From an optimization exercise on the open Yosys and OpenROAD flow, aimed at small area; shortcuts taken in it are not production practice.
In this exercise RTL edits were held to simulation tests only and were not proved equivalent to the original.
Power and IR drop assume default switching activity. No driver is modelled on the clock port, so clocking that relies on it looks cheaper here than on a real chip.

== run 1 ==
// box_overlay_top
module box_overlay_top
#(
    parameter int H_DISP = 640,
    parameter int V_DISP = 480
)
(
    input  logic                         sys_clk,
    input  logic                         sys_rst_n,
    input  logic [3*8+2:0]          per,         
    input  logic                         cfg_req,
    input  logic [4-1:0]       cfg_addr,
    input  logic [(4*10+1)-1:0]            cfg_data,    
    output logic                         cfg_ack,
    output logic [3*8+2:0]          post         
);
    box_overlay_pkg::pixel_pos_t  pos;
    box_overlay_pkg::pixel_pos_t  pos_nxt;
    logic                         x_adv;
    logic                         x_clr;
    logic                         y_adv;
    logic                         y_clr;
    logic                         armed;
    logic                         hit_c;
    pixel_position
    #(
        .H_DISP (H_DISP),
        .V_DISP (V_DISP)
    )
    u_pixel_position
    (
        .sys_clk   (sys_clk),
        .sys_rst_n (sys_rst_n),
        .beat      (per),
        .pos       (pos),
        .pos_nxt   (pos_nxt),
        .x_adv     (x_adv),
        .x_clr     (x_clr),
        .y_adv     (y_adv),
        .y_clr     (y_clr),
        .armed     (armed)
    );
    box_table u_box_table
    (
        .sys_clk   (sys_clk),
        .sys_rst_n (sys_rst_n),
        .cfg_req   (cfg_req),
        .cfg_addr  (cfg_addr),
        .cfg_data  (cfg_data),
        .cfg_ack   (cfg_ack),
  ...
export LEC_CHECK = 0
export CAP_MARGIN = 20
export CORE_MARGIN = 2
export CORE_UTILIZATION = 40
export CTS_BUF_LIST = sky130_fd_sc_hd__clkbuf_4 sky130_fd_sc_hd__clkbuf_8
export CTS_CLUSTER_SIZE = 30
export SLEW_MARGIN = 20
create_clock -name core_clock -period 5.0 [get_ports {sys_clk}]
run.sh (not shown) runs the stock make flow with config.mk's settings and CLKGATE_MAP_FILE= SYNTH_SCRIPT=/design/flow/synth_recipe.tcl, a recipe that flattens the netlist after the stock synthesis.
The following lists how run 2 was set up differently from run 1:
# run 1
export LEC_CHECK = 0
export CAP_MARGIN = 20
export CORE_MARGIN = 2
export CORE_UTILIZATION = 40
export CTS_BUF_LIST = sky130_fd_sc_hd__clkbuf_4 sky130_fd_sc_hd__clkbuf_8
export CTS_CLUSTER_SIZE = 30
export SLEW_MARGIN = 20
create_clock -name core_clock -period 5.0 [get_ports {sys_clk}]
# run 2
export LEC_CHECK = 0
export CAP_MARGIN = 20
export CORE_MARGIN = 2
export CORE_UTILIZATION = 60
export CTS_BUF_LIST = sky130_fd_sc_hd__clkbuf_8
export CTS_CLUSTER_SIZE = 20
export SLEW_MARGIN = 20
create_clock -name core_clock -period 5.0 [get_ports {sys_clk}]
Results
Number of standard cells in the layout, taps in and fillers out (run 2 over run 1): decrease, 9.8%
Comparing run 1 with run 2, the non-clock buffering overhead in the final layout came out essentially unchanged.
Wire length on met3: run 2 > run 1
Run 2 against run 1: combinational group share of total power saw little to no change, number of antenna violations at the first check in global routing saw little to no change.
Going from run 1 to run 2, design area shrank by about 2%; worst hold slack across all endpoints increased by 43 ps relative to the old numbers; slack of the critical path went up by 60 ps.
Run 1 consumes more power than run 2.
Achievable frequency (run 2 over run 1): increase, about 1.5%
Setup changes, run 2 to run 3
# run 2
export LEC_CHECK = 0
export CAP_MARGIN = 20
export CORE_MARGIN = 2
export CORE_UTILIZATION = 60
export CTS_BUF_LIST = sky130_fd_sc_hd__clkbuf_8
export CTS_CLUSTER_SIZE = 20
export SLEW_MARGIN = 20
create_clock -name core_clock -period 5.0 [get_ports {sys_clk}]
# run 3
export LEC_CHECK = 0
export CAP_MARGIN = 20
export CORE_MARGIN = 2
export CORE_UTILIZATION = 40
export SLEW_MARGIN = 20
create_clock -name core_clock -period 5.0 [get_ports {sys_clk}]
[summary]
- Run 3 reached the final stage; the timing, DRC and antenna checks on its layout passed.
- When run 3 is set beside run 2, its signed area change from the synthesized netlist to the final layout turns out to be 2.3 points larger.
- Per the comparison of run 3 with run 2, number of buffers inserted by hold repair at cts essentially unchanged; utilization decreased 22 points.
- Detailed route wirelength on metal2 (higher): run 3
- From run 3 to run 2, sequential cell area fraction in the yosys report did not move at all.
- in2reg as the startpoint-to-endpoint class of the critical path was reported by run 2, and reg2reg by run 3.
- Post-placement worst setup slack, run 3 and run 2, lower one = run 2.
- Higher share of the clock period used by the worst path after layout was reported by run 3, not run 2.

* * *

The RTL this note starts from:
==> flow/design.v <==
package box_overlay_pkg;
    typedef struct packed {
        logic [8-1:0] red;
        logic [8-1:0] green;
        logic [8-1:0] blue;
    } rgb_t;
    typedef struct packed {
        logic vsync;
        logic href;
        logic clken;
        rgb_t pixel;
    } video_beat_t;
    typedef struct packed {
        logic               valid;    
        logic [10-1:0] y_max;
        logic [10-1:0] x_max;
        logic [10-1:0] y_min;
        logic [10-1:0] x_min;   
    } box_rect_t;
    typedef struct packed {
        logic [10-1:0] x;
        logic [10-1:0] y;
    } pixel_pos_t;
endpackage
`timescale 1ns/1ps
module pixel_position
#(
    parameter int H_DISP = 640,
    parameter int V_DISP = 480
)
(
    input  logic                         sys_clk,
    input  logic                         sys_rst_n,
    input  box_overlay_pkg::video_beat_t beat,
    output box_overlay_pkg::pixel_pos_t  pos,
    output box_overlay_pkg::pixel_pos_t  pos_nxt,
    output logic                         x_adv,     
    output logic                         x_clr,     
    output logic                         y_adv,     
    output logic                         y_clr,     
    output logic                         armed
);
    localparam logic [10-1:0] X_LAST = 10'(H_DISP - 1);
    localparam logic [10-1:0] Y_END  = 10'(V_DISP);
    logic x_last;
    logic y_last;
    assign x_last = (pos.x == X_LAST);
    assign y_last = &pos.y;
    assign x_adv = beat.vsync && beat.clken && !x_last;
    assign x_clr = !beat.vsync || (beat.clken && x_last);
    assign y_adv = beat.vsync && beat.clken && x_last && !y_last;
    assign y_clr = !beat.vsync || (beat.clken && x_last && y_last);
    always_comb
    begin
        pos_nxt = pos;
        if (x_clr)
            pos_nxt.x = '0;
        else if (x_adv)
            pos_nxt.x = pos.x + 1'b1;
        if (!beat.vsync)
            pos_nxt.y = '0;
        else if (beat.clken && x_last)
            pos_nxt.y = pos.y + 1'b1;
    end
    always_ff @(posedge sys_clk or negedge sys_rst_n)
    begin
        if (!sys_rst_n)
            pos <= '0;
        else
            pos <= pos_nxt;
    end
    always_ff @(posedge sys_clk or negedge sys_rst_n)
    begin
        if (!sys_rst_n)
            armed <= 1'b0;
        else if (!beat.vsync && pos.y == Y_END && pos.x == '0)
            armed <= 1'b1;
    end
endmodule
`timescale 1ns/1ps
module box_table
(
    input  logic                        sys_clk,
    input  logic                        sys_rst_n,
    input  logic                        cfg_req,
    input  logic [4-1:0]      cfg_addr,
    input  box_overlay_pkg::box_rect_t  cfg_data,
    output logic                        cfg_ack,
    input  box_overlay_pkg::pixel_pos_t pos,
    input  box_overlay_pkg::pixel_pos_t pos_nxt,
    input  logic                        x_adv,
    input  logic                        x_clr,
    input  logic                        y_adv,
    input  logic                        y_clr,
    output logic                        hit
);
    logic                  wr_en;
    logic [3:0]            winit;
    logic [16-1:0] box_hit;
    assign wr_en = cfg_req && !cfg_ack;
    always_ff @(posedge sys_clk or negedge sys_rst_n)
    begin
        if (!sys_rst_n)
            cfg_ack <= 1'b0;
        else
            cfg_ack <= cfg_req;
    end
    function automatic logic gt(input logic [10-1:0] a, input logic [10-1:0] b);
        integer i;
        begin
            gt = 1'b0;
            for (i = 0; i < 10; i = i + 1)
                gt = (a[i] && !b[i]) || ((a[i] || !b[i]) && gt);
        end
    endfunction
    assign winit[0] = gt(pos_nxt.x, cfg_data.x_min) && !gt(pos_nxt.x, cfg_data.x_max);
    assign winit[1] = gt(pos_nxt.y, cfg_data.y_min) && !gt(pos_nxt.y, cfg_data.y_max);
    assign winit[2] = cfg_data.valid && gt(cfg_data.x_max, cfg_data.x_min);
    assign winit[3] = cfg_data.valid && gt(cfg_data.y_max, cfg_data.y_min);
    for (genvar i = 0; i < 16; i++)
    begin : g_slot
        box_edge_detect u_slot
        (
            .sys_clk   (sys_clk),
            .sys_rst_n (sys_rst_n),
            .we        (wr_en && cfg_addr == i),
            .wdata     (cfg_data),
            .winit     (winit),
            .pos       (pos),
            .x_adv     (x_adv),
            .x_clr     (x_clr),
            .y_adv     (y_adv),
            .y_clr     (y_clr),
            .hit       (box_hit[i])
        );
    end
    assign hit = |box_hit;
endmodule
`timescale 1ns/1ps
module box_edge_detect
(
    input  logic                        sys_clk,
    input  logic                        sys_rst_n,
    input  logic                        we,
    input  box_overlay_pkg::box_rect_t  wdata,
    input  logic [3:0]                  winit,     
    input  box_overlay_pkg::pixel_pos_t pos,
    input  logic                        x_adv,
    input  logic                        x_clr,
    input  logic                        y_adv,
    input  logic                        y_clr,
    output logic                        hit
);
    logic [10-1:0] x_min;
    logic [10-1:0] y_min;
    logic [10-1:0] x_max;
    logic [10-1:0] y_max;
    logic                hx;
    logic                hy;
    logic                fx;
    logic                fy;
    logic                ex_min;
    logic                ex_max;
    logic                ey_min;
    logic                ey_max;
    assign ex_min = (pos.x == x_min);
    assign ex_max = (pos.x == x_max);
    assign ey_min = (pos.y == y_min);
    assign ey_max = (pos.y == y_max);
    assign hit    = (hx && (ey_min || ey_max) && fx && !ex_max) ||
                    (hy && (ex_min || ex_max) && fy && !ey_max);
    always_ff @(posedge sys_clk or negedge sys_rst_n)
    begin
        if (!sys_rst_n)
        begin
            hx <= 1'b0;
            hy <= 1'b0;
        end
        else if (we)
        begin
            hx <= winit[2];
            hy <= winit[3];
        end
    end
    always_ff @(posedge sys_clk)
    begin
        if (we)
        begin
            x_min <= wdata.x_min;
            y_min <= wdata.y_min;
            x_max <= wdata.x_max;
            y_max <= wdata.y_max;
        end
    end
    always_ff @(posedge sys_clk)
    begin
        if (we)
        begin
            fx <= winit[0];
            fy <= winit[1];
        end
        else
        begin
            fx <= !x_clr && (x_adv ? ((fx && !ex_max) || ex_min) : fx);
            fy <= !y_clr && (y_adv ? ((fy && !ey_max) || ey_min) : fy);
        end
    end
endmodule
`timescale 1ns/1ps
module overlay_mixer
(
    input  logic                         sys_clk,
    input  logic                         sys_rst_n,
    input  box_overlay_pkg::video_beat_t beat,
    input  logic                         hit_c,
    input  logic                         armed,
    output box_overlay_pkg::video_beat_t post
);
    localparam logic [3*8-1:0] MARK = {8'(255), 8'(0),
                                            8'(0)};
    box_overlay_pkg::video_beat_t beat_d;
    logic                         hit;
    logic                         full;
    always_ff @(posedge sys_clk or negedge sys_rst_n)
    begin
        if (!sys_rst_n)
            full <= 1'b0;
        else
            full <= 1'b1;
    end
    always_ff @(posedge sys_clk)
    begin
        beat_d <= beat;
        hit    <= hit_c;
    end
    always_ff @(posedge sys_clk or negedge sys_rst_n)
    begin
        if (!sys_rst_n)
        begin
            post <= '0;
        end
        else
        begin
            post.vsync <= armed && beat_d.vsync;
            post.href  <= armed && beat_d.href;
            post.clken <= armed && beat_d.clken;
            if (armed && hit)
                post.pixel <= MARK;
            else if (full)
                post.pixel <= beat_d.pixel;
            else
                post.pixel <= '0;
        end
    end
endmodule
`timescale 1ns/1ps
module box_overlay_top
#(
    parameter int H_DISP = 640,
    parameter int V_DISP = 480
)
(
    input  logic                         sys_clk,
    input  logic                         sys_rst_n,
    input  logic [3*8+2:0]          per,         
    input  logic                         cfg_req,
    input  logic [4-1:0]       cfg_addr,
    input  logic [(4*10+1)-1:0]            cfg_data,    
    output logic                         cfg_ack,
    output logic [3*8+2:0]          post         
);
    box_overlay_pkg::pixel_pos_t  pos;
    box_overlay_pkg::pixel_pos_t  pos_nxt;
    logic                         x_adv;
    logic                         x_clr;
    logic                         y_adv;
    logic                         y_clr;
    logic                         armed;
    logic                         hit_c;
    pixel_position
    #(
        .H_DISP (H_DISP),
        .V_DISP (V_DISP)
    )
    u_pixel_position
    (
        .sys_clk   (sys_clk),
        .sys_rst_n (sys_rst_n),
        .beat      (per),
        .pos       (pos),
        .pos_nxt   (pos_nxt),
        .x_adv     (x_adv),
        .x_clr     (x_clr),
        .y_adv     (y_adv),
        .y_clr     (y_clr),
        .armed     (armed)
    );
    box_table u_box_table
    (
        .sys_clk   (sys_clk),
        .sys_rst_n (sys_rst_n),
        .cfg_req   (cfg_req),
        .cfg_addr  (cfg_addr),
        .cfg_data  (cfg_data),
        .cfg_ack   (cfg_ack),
        .pos       (pos),
        .pos_nxt   (pos_nxt),
        .x_adv     (x_adv),
        .x_clr     (x_clr),
        .y_adv     (y_adv),
        .y_clr     (y_clr),
        .hit       (hit_c)
    );
    overlay_mixer u_overlay_mixer
    (
        .sys_clk   (sys_clk),
        .sys_rst_n (sys_rst_n),
        .beat      (per),
        .hit_c     (hit_c),
        .armed     (armed),
        .post      (post)
    );
endmodule
Settings: LEC_CHECK=0, CAP_MARGIN=20, CORE_MARGIN=2, CORE_UTILIZATION=75, SLEW_MARGIN=20; clock period 5.0 ns.
standard.sh (not shown) runs the stock make flow with config.mk's settings and CLKGATE_MAP_FILE= SYNTH_SCRIPT=/design/flow/synth_recipe.tcl, a recipe that flattens the netlist after the stock synthesis.
==> flow/flow/run.sh <==
#!/bin/bash
# The standard layout (the standard.sh, standard synthesis unchanged) with two
# changes: the port buffers are the smallest buffer, and clock tree synthesis adds
# no dummy loads. Each port still gets its own buffer.
set -euo pipefail
export BUFFER_PORTS_ARGS="-buffer_cell sky130_fd_sc_hd__buf_1"
export CTS_ARGS="-sink_clustering_enable -repair_clock_nets -dont_use_dummy_load -buf_list sky130_fd_sc_hd__clkbuf_16 -sink_clustering_size 30 -sink_clustering_max_diameter 60"
bash standard.sh > standard.log 2>&1
The starting point completed with no timing, DRC or antenna violations.
Rerun with:
--- a/flow/flow/run.sh
+++ b/flow/flow/run.sh
@@ -6,3 +6,3 @@
 export BUFFER_PORTS_ARGS="-buffer_cell sky130_fd_sc_hd__buf_1"
-export CTS_ARGS="-sink_clustering_enable -repair_clock_nets -dont_use_dummy_load -buf_list sky130_fd_sc_hd__clkbuf_16 -sink_clustering_size 30 -sink_clustering_max_diameter 60"
+export CTS_ARGS="-sink_clustering_enable -repair_clock_nets -dont_use_dummy_load -buf_list sky130_fd_sc_hd__clkbuf_16 -sink_clustering_size 30 -sink_clustering_max_diameter 100"
 bash standard.sh > standard.log 2>&1
--- a/flow/config.mk
+++ b/flow/config.mk
@@ -7,5 +7,5 @@
 export LEC_CHECK = 0
-export CAP_MARGIN = 20
+export CAP_MARGIN = 10
 export CORE_MARGIN = 2
 export CORE_UTILIZATION = 75
-export SLEW_MARGIN = 20
+export SLEW_MARGIN = 10
Effect: Cell area came out lower by 0.84%; final cell count decreases by about 0.4%; area after synthesis is unchanged; total power shrinks by 4.0%; wire length falls by about 1%; count of clock-buffer cells in the layout is lower by 10.
Rerun with:
--- a/flow/flow/run.sh
+++ b/flow/flow/run.sh
@@ -6,3 +6,3 @@
 export BUFFER_PORTS_ARGS="-buffer_cell sky130_fd_sc_hd__buf_1"
-export CTS_ARGS="-sink_clustering_enable -repair_clock_nets -dont_use_dummy_load -buf_list sky130_fd_sc_hd__clkbuf_16 -sink_clustering_size 30 -sink_clustering_max_diameter 100"
+export CTS_ARGS="-sink_clustering_enable -repair_clock_nets -dont_use_dummy_load -buf_list sky130_fd_sc_hd__clkbuf_16 -sink_clustering_size 28 -sink_clustering_max_diameter 80"
 bash standard.sh > standard.log 2>&1
--- a/flow/config.mk
+++ b/flow/config.mk
@@ -7,5 +7,5 @@
 export LEC_CHECK = 0
-export CAP_MARGIN = 10
+export CAP_MARGIN = 5
 export CORE_MARGIN = 2
 export CORE_UTILIZATION = 75
-export SLEW_MARGIN = 10
+export SLEW_MARGIN = 5
What happened:
- The changed run produced a clean layout
- utilization went up by 0.27 points
- power went up by 2.6%
- cell area went up by 0.33%
- register-to-register slack is worse by 0.04 ns
- via count went up by 0.39%
- maximum frequency went down by 1.5%
- synthesized area is unchanged
Rerun with:
==> flow/run.sh (new file) <==
#!/bin/bash
# synth_recipe.tcl (not shown) runs the flow's synth.tcl, then flattens the netlist and writes it again
# the make line also repeats each setting of config.mk as NAME=value (left out here)
make -C /OpenROAD-flow-scripts/flow DESIGN_CONFIG=/design/flow/config.mk WORK_HOME=/design/flow/orfs CLKGATE_MAP_FILE= SYNTH_SCRIPT=/design/flow/synth_recipe.tcl finish
--- a/flow/config.mk
+++ b/flow/config.mk
@@ -7,5 +7,8 @@
 export LEC_CHECK = 0
-export CAP_MARGIN = 5
+export CAP_MARGIN = 20
 export CORE_MARGIN = 2
 export CORE_UTILIZATION = 75
-export SLEW_MARGIN = 5
+export CTS_BUF_LIST = sky130_fd_sc_hd__clkbuf_16
+export CTS_CLUSTER_DIAMETER = 60
+export CTS_CLUSTER_SIZE = 30
+export SLEW_MARGIN = 20
removed: flow/flow/run.sh
removed: flow/standard.sh
After rerunning:
- combinational power went up by 10%
- routed wire length is higher by 1.1%
- total power rose by 8.9%
- fmax is higher by 0.80%
- flip-flop and latch count does not change
- clock power went up by 29%
- non-clock buffer count drops by 1
- via count is higher by 1.3%
- setup slack gains 0.031 ns
- global-route usage rose by 0.24 points
Rerun with:
==> flow/flow/run.sh (new file) <==
#!/bin/bash
# The standard layout (the standard.sh, standard synthesis unchanged) with two
# changes: the port buffers are the smallest buffer, and clock tree synthesis adds
# no dummy loads. Each port still gets its own buffer.
set -euo pipefail
export BUFFER_PORTS_ARGS="-buffer_cell sky130_fd_sc_hd__buf_1"
export CTS_ARGS="-sink_clustering_enable -repair_clock_nets -dont_use_dummy_load -buf_list sky130_fd_sc_hd__clkbuf_8 -sink_clustering_size 15 -sink_clustering_max_diameter 40"
bash standard.sh > standard.log 2>&1
==> flow/standard.sh (new file) <==
#!/bin/bash
# synth_recipe.tcl (not shown) runs the flow's synth.tcl, then flattens the netlist and writes it again
# the make line also repeats each setting of config.mk as NAME=value (left out here)
make -C /OpenROAD-flow-scripts/flow DESIGN_CONFIG=/design/flow/config.mk WORK_HOME=/design/flow/orfs CLKGATE_MAP_FILE= SYNTH_SCRIPT=/design/flow/synth_recipe.tcl "${@:-finish}"
==> flow/config.mk (replaced) <==
export PLATFORM = sky130hd
export DESIGN_NAME = box_overlay_top
export DESIGN_NICKNAME = box_overlay_top
export VERILOG_FILES = /design/flow/design.v
export SDC_FILE = /design/flow/constraint.sdc
export NUM_CORES = 4
export LEC_CHECK = 0
export CAP_MARGIN = 10
export CORE_MARGIN = 2
export CORE_UTILIZATION = 75
export SLEW_MARGIN = 10
removed: flow/run.sh
Outcome: The changed run completed with no timing, DRC or antenna violations; design area decreases by about 2.7%; sequential share of layout area grows by 1.7 points; setup slack gets better by 0.028 ns; non-clock buffer count rose by 3; critical path depth decreases by 1; first-iteration DRC count grows by 5.4%; sequential power stays flat; via count went down by about 0.4%; power went down by about 6%.

==> afterwards: timing with drivers on the ports <==
In the flow no input, the clock included, has a driving cell. The finished layouts below were timed again as built, in two steps.
Step 1: set_driving_cell puts a clkbuf_16 on sys_clk and a buf_2 on each other input, an assumption about the parent block.
Step 2 also shifts input and output timing later by t, the mid clock arrival at the registers, as if the neighbouring blocks saw the same clock.
a / b / c = no drivers / after step 1 / after step 2; a / b = the first two.
| run | t (ns) | setup WS [ns] | worst setup path at the end |
|---|---|---|---|
| run 1 | 0.838 | 0.906 / 0.906 / 0.329 | input to register |
| run 2 | 0.839 | 0.966 / 0.985 / 0.158 | input to register |
| run 3 | 0.686 | 0.888 / 0.888 / 0.295 | input to register |
| the first run of note 2 | 0.647 | 1.046 / 1.046 / 0.446 | input to register |
| the second run of note 2 | 0.666 | 1.121 / 1.121 / 0.575 | input to register |
| the third run of note 2 | 0.639 | 1.062 / 1.081 / 0.461 | input to register |
| the fourth run of note 2 | 0.673 | 1.094 / 1.133 / 0.460 | input to register |
| the fifth run of note 2 | 0.713 | 1.121 / 1.121 / 0.541 | input to register |
After both steps setup and hold are still met in every run listed. The setup slack of run 2, which loses most, moves by +0.019 ns with the drivers and by -0.808 ns with both steps.
